Source: an optimization exercise on an open RTL-to-GDS flow (aim: small area, a short achievable clock period and few clock cycles per item). Production flows keep margins and buffers that such runs may drop. Only simulation tests tie the RTL to the original design; equivalence was not proved.

==> build 28: inputs <==
## keyExpansionTop
module keyExpansionTop (
	input logic clock,
	input logic reset,
	input logic start,
	input aesKeyPkg::aesKey128 cipherKey,
	output aesKeyPkg::expandedKey keyExp,
	output logic keyExpDone
);
clock: 10.0 ns
lec_check: 0
abc_area: 1
cap_margin: 20
core_area: 2 2 458 458
die_area: 0 0 460 460
slew_margin: 20
standard.sh (not shown) runs the stock make flow with config.mk's settings and CLKGATE_MAP_FILE= SYNTH_SCRIPT=/design/flow/synth_recipe.tcl, a recipe that flattens the netlist after the stock synthesis.
==> flow/flow/run.sh <==
#!/bin/bash
# The standard layout, with the smallest buffer on every input and output
# port instead of the one buffer_ports picks by default, and gate sizing
# free to change a cell's footprint.
set -euo pipefail
bash standard.sh "BUFFER_PORTS_ARGS=-buffer_cell sky130_fd_sc_hd__buf_1" MATCH_CELL_FOOTPRINT=0 SETUP_SLACK_MARGIN=5.4 "IO_CONSTRAINTS=$(pwd)/flow/pins.tcl" "PLACE_PINS_ARGS=-min_distance 1 -min_distance_in_tracks" finish > standard_flow.log 2>&1
Other scripts of this flow, unchanged in this note and not shown: flow/flow/pins.tcl
==> trial 88 (differences from build 28) <==
==> flow/flow/run.sh (replaced) <==
#!/bin/bash
# The standard layout, with the smallest buffer on every input and output
# port instead of the one buffer_ports picks by default, and gate sizing
# free to change a cell's footprint.
set -euo pipefail
bash standard.sh "BUFFER_PORTS_ARGS=-buffer_cell sky130_fd_sc_hd__buf_1" MATCH_CELL_FOOTPRINT=0 SETUP_SLACK_MARGIN=5.0 "IO_CONSTRAINTS=$(pwd)/flow/pins.tcl" "PLACE_PINS_ARGS=-min_distance 1 -min_distance_in_tracks" finish > standard_flow.log 2>&1
==> comparison table <==
metric	trial 88	build 28
Result of the run	finished clean	finished clean
Cell mode on critical path	sky130_fd_sc_hd__nand2_1	sky130_fd_sc_hd__nand3_1
Met2 capacity usage during global routing	0.349	0.350
RSZ-0062 raised after global routing	no	yes
Non-clock buffering overhead in the final layout	0.112	0.120
Worst Path Buf+Inv	4	3
Worst hold margin	0.539 ns	0.539 ns
Critical Path Fanout Max	14	16
Met1 wire length	106000 um	107000 um
Area taken by multi-input logic gates	0.0334 mm^2	0.0344 mm^2
WL met3	29600 um	30400 um
Global routing met1 resource utilization	0.304	0.307
Fill cell instance count of the final layout	22800	22600
Testbench counts of build 28, summed over its fixed seeds: cycles 4,800, keys 800.
Testbench counts of trial 88, summed over its fixed seeds: cycles 4,800, keys 800.

* * *

==> wip/pepper: inputs <==
keyExpansionTop, a different RTL version from the one above (not shown whole).
==> module keyLoader, before the edit <==
module keyLoader (
	input logic [3:0][31:0] words,  
	input logic [3:0] round,  
	input aesKeyPkg::rconByte rcon,
	output aesKeyPkg::word32 prevWord  
);
	aesKeyPkg::word32 fix;
	always_comb
	begin
		case (round)
			4'd1: fix = words[0] ^ words[1] ^ words[2];  
			4'd2: fix = words[1];  
			4'd3: fix = words[2];  
			default: fix = '0;
		endcase
	end
	assign prevWord = words[3] ^ fix ^ {rcon, 24'h000000};
endmodule
==> module roundKeyGenerator, before the edit <==
module roundKeyGenerator (
	input logic clock,
	input logic reset,
	input logic start,
	output logic shift,  
	output logic [3:0] round,  
	output aesKeyPkg::rconByte rcon,  
	output logic done
);
	logic running;
	aesKeyPkg::roundIndex count;  
	always_ff @(posedge clock)
	begin
		if (reset)
		begin
			running <= 1'b0;
			done <= 1'b0;
		end
		else if (start)
		begin
			running <= 1'b1;
			done <= 1'b0;
		end
		else if (running && count == aesKeyPkg::numRounds)
		begin
			running <= 1'b0;
			done <= 1'b1;
		end
	end
	always_ff @(posedge clock)
	begin
		if (start)
			count <= 4'd1;
		else if (running)
			count <= count + 4'd1;
	end
	always_comb
	begin
		case (count)
			4'd1: rcon = 8'h01;
			4'd2: rcon = 8'h02;
			4'd3: rcon = 8'h04;
			4'd4: rcon = 8'h08;
			4'd5: rcon = 8'h10;
			4'd6: rcon = 8'h20;
			4'd7: rcon = 8'h40;
			4'd8: rcon = 8'h80;
			4'd9: rcon = 8'h1b;
			4'd10: rcon = 8'h36;
			default: rcon = 8'h00;
		endcase
	end
	assign shift = running;
	assign round = count;
endmodule
==> module keyScheduleStore, before the edit <==
module keyScheduleStore (
	input logic clock,
	input logic start,
	input logic shift,
	input logic [3:0][31:0] loadWords,
	input aesKeyPkg::word32 nextWord,
	output logic [13:0][31:0] words
);
	always_ff @(posedge clock)
	begin
		if (start)
			words[3:0] <= loadWords;
		else if (shift)
			words[3:0] <= {words[2:0], nextWord};
	end
	always_ff @(posedge clock)
	begin
		if (shift)
			words[13:4] <= words[12:3];
	end
endmodule
==> module keyExpansionTop, before the edit <==
module keyExpansionTop (
	input logic clock,
	input logic reset,
	input logic start,
	input aesKeyPkg::aesKey128 cipherKey,
	output aesKeyPkg::expandedKey keyExp,
	output logic keyExpDone
);
	logic [13:0][31:0] words;  
	aesKeyPkg::word32 subWord;
	aesKeyPkg::word32 prevWord;
	aesKeyPkg::word32 nextWord;
	aesKeyPkg::rconByte rcon;
	logic [3:0] round;
	logic shift;
	roundKeyGenerator control (
		.clock(clock),
		.reset(reset),
		.start(start),
		.shift(shift),
		.round(round),
		.rcon(rcon),
		.done(keyExpDone)
	);
	keyLoader tap (
		.words(words[3:0]),
		.round(round),
		.rcon(rcon),
		.prevWord(prevWord)
	);
	sboxLookup sbox (
		.inWord({words[0][23:0], words[0][31:24]}),
		.outWord(subWord)
	);
	assign nextWord = prevWord ^ subWord;
	keyScheduleStore store (
		.clock(clock),
		.start(start),
		.shift(shift),
		.loadWords(cipherKey),  
		.nextWord(nextWord),
		.words(words)
	);
	aesKeyPkg::word32 a [0:10];
	aesKeyPkg::word32 b [0:10];
	aesKeyPkg::word32 c [0:10];
	aesKeyPkg::word32 d [0:10];
	assign d[0] = words[10];
	assign c[0] = words[11];
	assign b[0] = words[12];
	assign a[0] = words[13];
	assign d[1] = words[9];
	assign c[1] = d[1] ^ d[0];
	assign b[1] = c[1] ^ c[0];
	assign a[1] = c[1] ^ (b[0] ^ c[0]);
	for (genvar r = 2; r <= 10; r++)
	begin : g_round
		assign d[r] = words[10 - r];
		assign c[r] = d[r] ^ d[r - 1];
		assign b[r] = d[r] ^ d[r - 2];
		assign a[r] = c[r] ^ c[r - 2];
	end
	for (genvar r = 0; r <= 10; r++)
	begin : g_out
		assign keyExp[1407 - 128 * r -: 128] = {a[r], b[r], c[r], d[r]};
	end
endmodule
clock: 10.0 ns
lec_check: 0
abc_area: 1
cap_margin: 20
core_area: 2 2 458 458
die_area: 0 0 460 460
slew_margin: 20
==> flow/flow/run.sh <==
#!/bin/bash
# The standard layout, with the smallest buffer on every input and output
# port instead of the one buffer_ports picks by default, and gate sizing
# free to change a cell's footprint.
set -euo pipefail
bash standard.sh "BUFFER_PORTS_ARGS=-buffer_cell sky130_fd_sc_hd__buf_1" MATCH_CELL_FOOTPRINT=0 SETUP_SLACK_MARGIN=5.8 "IO_CONSTRAINTS=$(pwd)/flow/pins.tcl" "PLACE_PINS_ARGS=-min_distance 1 -min_distance_in_tracks" finish > standard_flow.log 2>&1
Other scripts of this flow, unchanged in this note and not shown: flow/flow/pins.tcl
==> inputs of wip/amber, as changes to wip/pepper <==
--- a/flow/design.v
+++ b/flow/design.v
@@ -29,17 +29,30 @@
 	input logic [3:0][31:0] words,  
-	input logic [3:0] round,  
-	input aesKeyPkg::rconByte rcon,
-	output aesKeyPkg::word32 prevWord  
-);
-	aesKeyPkg::word32 fix;
+	input logic [2:0] step,
+	input aesKeyPkg::rconByte rconOdd,
+	input aesKeyPkg::rconByte rconEven,
+	output aesKeyPkg::word32 prevOdd,  
+	output aesKeyPkg::word32 prevEven  
+);
+	aesKeyPkg::word32 fixOdd, fixEven;
 	always_comb
 	begin
-		case (round)
-			4'd1: fix = words[0] ^ words[1] ^ words[2];  
-			4'd2: fix = words[1];  
-			4'd3: fix = words[2];  
-			default: fix = '0;
+		fixOdd = '0;
+		fixEven = '0;
+		case (step)
+			3'd1:
+			begin
+				fixOdd = words[0] ^ words[1] ^ words[2];  
+				fixEven = words[0];  
+			end
+			3'd2:
+			begin
+				fixOdd = words[2];  
+			end
+			default:
+			begin
+			end
 		endcase
 	end
-	assign prevWord = words[3] ^ fix ^ {rcon, 24'h000000};
+	assign prevOdd = words[3] ^ fixOdd ^ {rconOdd, 24'h000000};
+	assign prevEven = words[2] ^ fixEven ^ {rconEven, 24'h000000};
 endmodule
@@ -51,4 +64,5 @@
 	output logic shift,  
-	output logic [3:0] round,  
-	output aesKeyPkg::rconByte rcon,  
+	output logic [2:0] step,  
+	output aesKeyPkg::rconByte rconOdd,  
+	output aesKeyPkg::rconByte rconEven,  
 	output logic done
@@ -56,3 +70,3 @@
 	logic running;
-	aesKeyPkg::roundIndex count;  
+	logic [2:0] count;
 	always_ff @(posedge clock)
@@ -69,3 +83,3 @@
 		end
-		else if (running && count == aesKeyPkg::numRounds)
+		else if (running && count == 3'd5)
 		begin
@@ -78,5 +92,5 @@
 		if (start)
-			count <= 4'd1;
+			count <= 3'd1;
 		else if (running)
-			count <= count + 4'd1;
+			count <= count + 3'd1;
 	end
@@ -85,13 +99,8 @@
 		case (count)
-			4'd1: rcon = 8'h01;
-			4'd2: rcon = 8'h02;
-			4'd3: rcon = 8'h04;
-			4'd4: rcon = 8'h08;
-			4'd5: rcon = 8'h10;
-			4'd6: rcon = 8'h20;
-			4'd7: rcon = 8'h40;
-			4'd8: rcon = 8'h80;
-			4'd9: rcon = 8'h1b;
-			4'd10: rcon = 8'h36;
-			default: rcon = 8'h00;
+			3'd1: {rconOdd, rconEven} = 16'h0102;
+			3'd2: {rconOdd, rconEven} = 16'h0408;
+			3'd3: {rconOdd, rconEven} = 16'h1020;
+			3'd4: {rconOdd, rconEven} = 16'h4080;
+			3'd5: {rconOdd, rconEven} = 16'h1b36;
+			default: {rconOdd, rconEven} = 16'h0000;
 		endcase
@@ -99,3 +108,3 @@
 	assign shift = running;
-	assign round = count;
+	assign step = count;
 endmodule
@@ -107,3 +116,4 @@
 	input logic [3:0][31:0] loadWords,
-	input aesKeyPkg::word32 nextWord,
+	input aesKeyPkg::word32 nextOdd,  
+	input aesKeyPkg::word32 nextEven,  
 	output logic [13:0][31:0] words
@@ -115,3 +125,3 @@
 		else if (shift)
-			words[3:0] <= {words[2:0], nextWord};
+			words[3:0] <= {words[1:0], nextOdd, nextEven};
 	end
@@ -120,3 +130,3 @@
 		if (shift)
-			words[13:4] <= words[12:3];
+			words[13:4] <= words[11:2];
 	end
@@ -133,7 +143,7 @@
 	logic [13:0][31:0] words;  
-	aesKeyPkg::word32 subWord;
-	aesKeyPkg::word32 prevWord;
-	aesKeyPkg::word32 nextWord;
-	aesKeyPkg::rconByte rcon;
-	logic [3:0] round;
+	aesKeyPkg::word32 subOdd, subEven;
+	aesKeyPkg::word32 prevOdd, prevEven;
+	aesKeyPkg::word32 nextOdd, nextEven;
+	aesKeyPkg::rconByte rconOdd, rconEven;
+	logic [2:0] step;
 	logic shift;
@@ -144,4 +154,5 @@
 		.shift(shift),
-		.round(round),
-		.rcon(rcon),
+		.step(step),
+		.rconOdd(rconOdd),
+		.rconEven(rconEven),
 		.done(keyExpDone)
@@ -150,11 +161,18 @@
 		.words(words[3:0]),
-		.round(round),
-		.rcon(rcon),
-		.prevWord(prevWord)
-	);
-	sboxLookup sbox (
+		.step(step),
+		.rconOdd(rconOdd),
+		.rconEven(rconEven),
+		.prevOdd(prevOdd),
+		.prevEven(prevEven)
+	);
+	sboxLookup sboxOdd (
 		.inWord({words[0][23:0], words[0][31:24]}),
-		.outWord(subWord)
-	);
-	assign nextWord = prevWord ^ subWord;
+		.outWord(subOdd)
+	);
+	assign nextOdd = prevOdd ^ subOdd;
+	sboxLookup sboxEven (
+		.inWord({nextOdd[23:0], nextOdd[31:24]}),
+		.outWord(subEven)
+	);
+	assign nextEven = prevEven ^ subEven;
 	keyScheduleStore store (
@@ -164,3 +182,4 @@
 		.loadWords(cipherKey),  
-		.nextWord(nextWord),
+		.nextOdd(nextOdd),
+		.nextEven(nextEven),
 		.words(words)
==> flow/flow/run.sh (replaced) <==
#!/bin/bash
# The standard layout, with the smallest buffer on every input and output
# port instead of the one buffer_ports picks by default, and gate sizing
# free to change a cell's footprint.
set -euo pipefail
bash standard.sh "BUFFER_PORTS_ARGS=-buffer_cell sky130_fd_sc_hd__buf_1" MATCH_CELL_FOOTPRINT=0 SETUP_SLACK_MARGIN=4.6 "IO_CONSTRAINTS=$(pwd)/flow/pins.tcl" "PLACE_PINS_ARGS=-min_distance 1 -min_distance_in_tracks" finish > standard_flow.log 2>&1
==> metrics.cfg <==
[run_status]
status = timing/DRC/antenna clean

[sta]
layout_min_cycle_time_ns = 5.21
tightest_slew_ns = 1.04

[routing]
routedWlPerCell_microns = 23.1
drtPass1Iterations = 12
wl_met1_microns = 107000

[grt]
met2_usage = 0.349

[layout]
seq_area_sq_mm = 0.0136

[critical_path]
endpoint = store.words[23]

[synth]
syn_nets = 7514
yosys.area_share.simple = 0.371

[placement]
routabilityCongestion = 1.04
dpl_cell_area_sq_mm = 0.0575

the above is filed under wip/amber

==> metrics.cfg <==
[sta]
layout_min_cycle_time_ns = 4.12
tightest_slew_ns = 0.979

[placement]
routabilityCongestion = 0.999
dpl_cell_area_sq_mm = 0.0459

[routing]
drtPass1Iterations = 6
wl_met1_microns = 68500

[run_status]
status = timing/DRC/antenna clean

[synth]
yosys.area_share.simple = 0.286

[grt]
met2_usage = 0.222

[critical_path]
endpoint = keyExp[1275]

the above is filed under wip/pepper

Testbench counts of wip/pepper, summed over its fixed seeds: cycles 8,800, keys 800.
Testbench counts of wip/amber, summed over its fixed seeds: cycles 4,800, keys 800.

[port drivers added, routing unchanged]
How much do the figures lean on ideal ports? The routed layouts below were timed once more, with nothing changed but the port constraints.
Step 1 (the two cells are an assumption about what drives the block):
set clk [get_ports {clock}]
set_driving_cell -lib_cell sky130_fd_sc_hd__clkbuf_16 $clk
set_driving_cell -lib_cell sky130_fd_sc_hd__buf_2 [delete_from_list [all_inputs] $clk]
Step 2 times the ports against the registers' clock, not the clock port: input delays grow and output delays shrink by t, the midpoint of the rising clock arrivals with the driver on.
a / b / c = ideal / step 1 / step 2; a / b = the first two.
run | shift t [ns] | slack for setup (ns) | hold slack, ns
build 28 | 0.782 | 5.395 / 5.386 / 5.395 | 0.539 / 0.539 / 0.539
trial 88 | 0.778 | 5.127 / 5.127 / 5.127 | 0.539 / 0.539 / 0.539
wip/pepper | 0.723 | 5.882 / 5.814 / 5.547 | 0.465 / 0.465 / 0.465
wip/amber | 0.775 | 4.791 / 4.791 / 4.791 | 0.522 / 0.522 / 0.522
After both steps every run listed still meets setup and hold. The setup slack of wip/pepper, which loses most, moves by -0.068 ns with the drivers and by -0.335 ns with both steps.
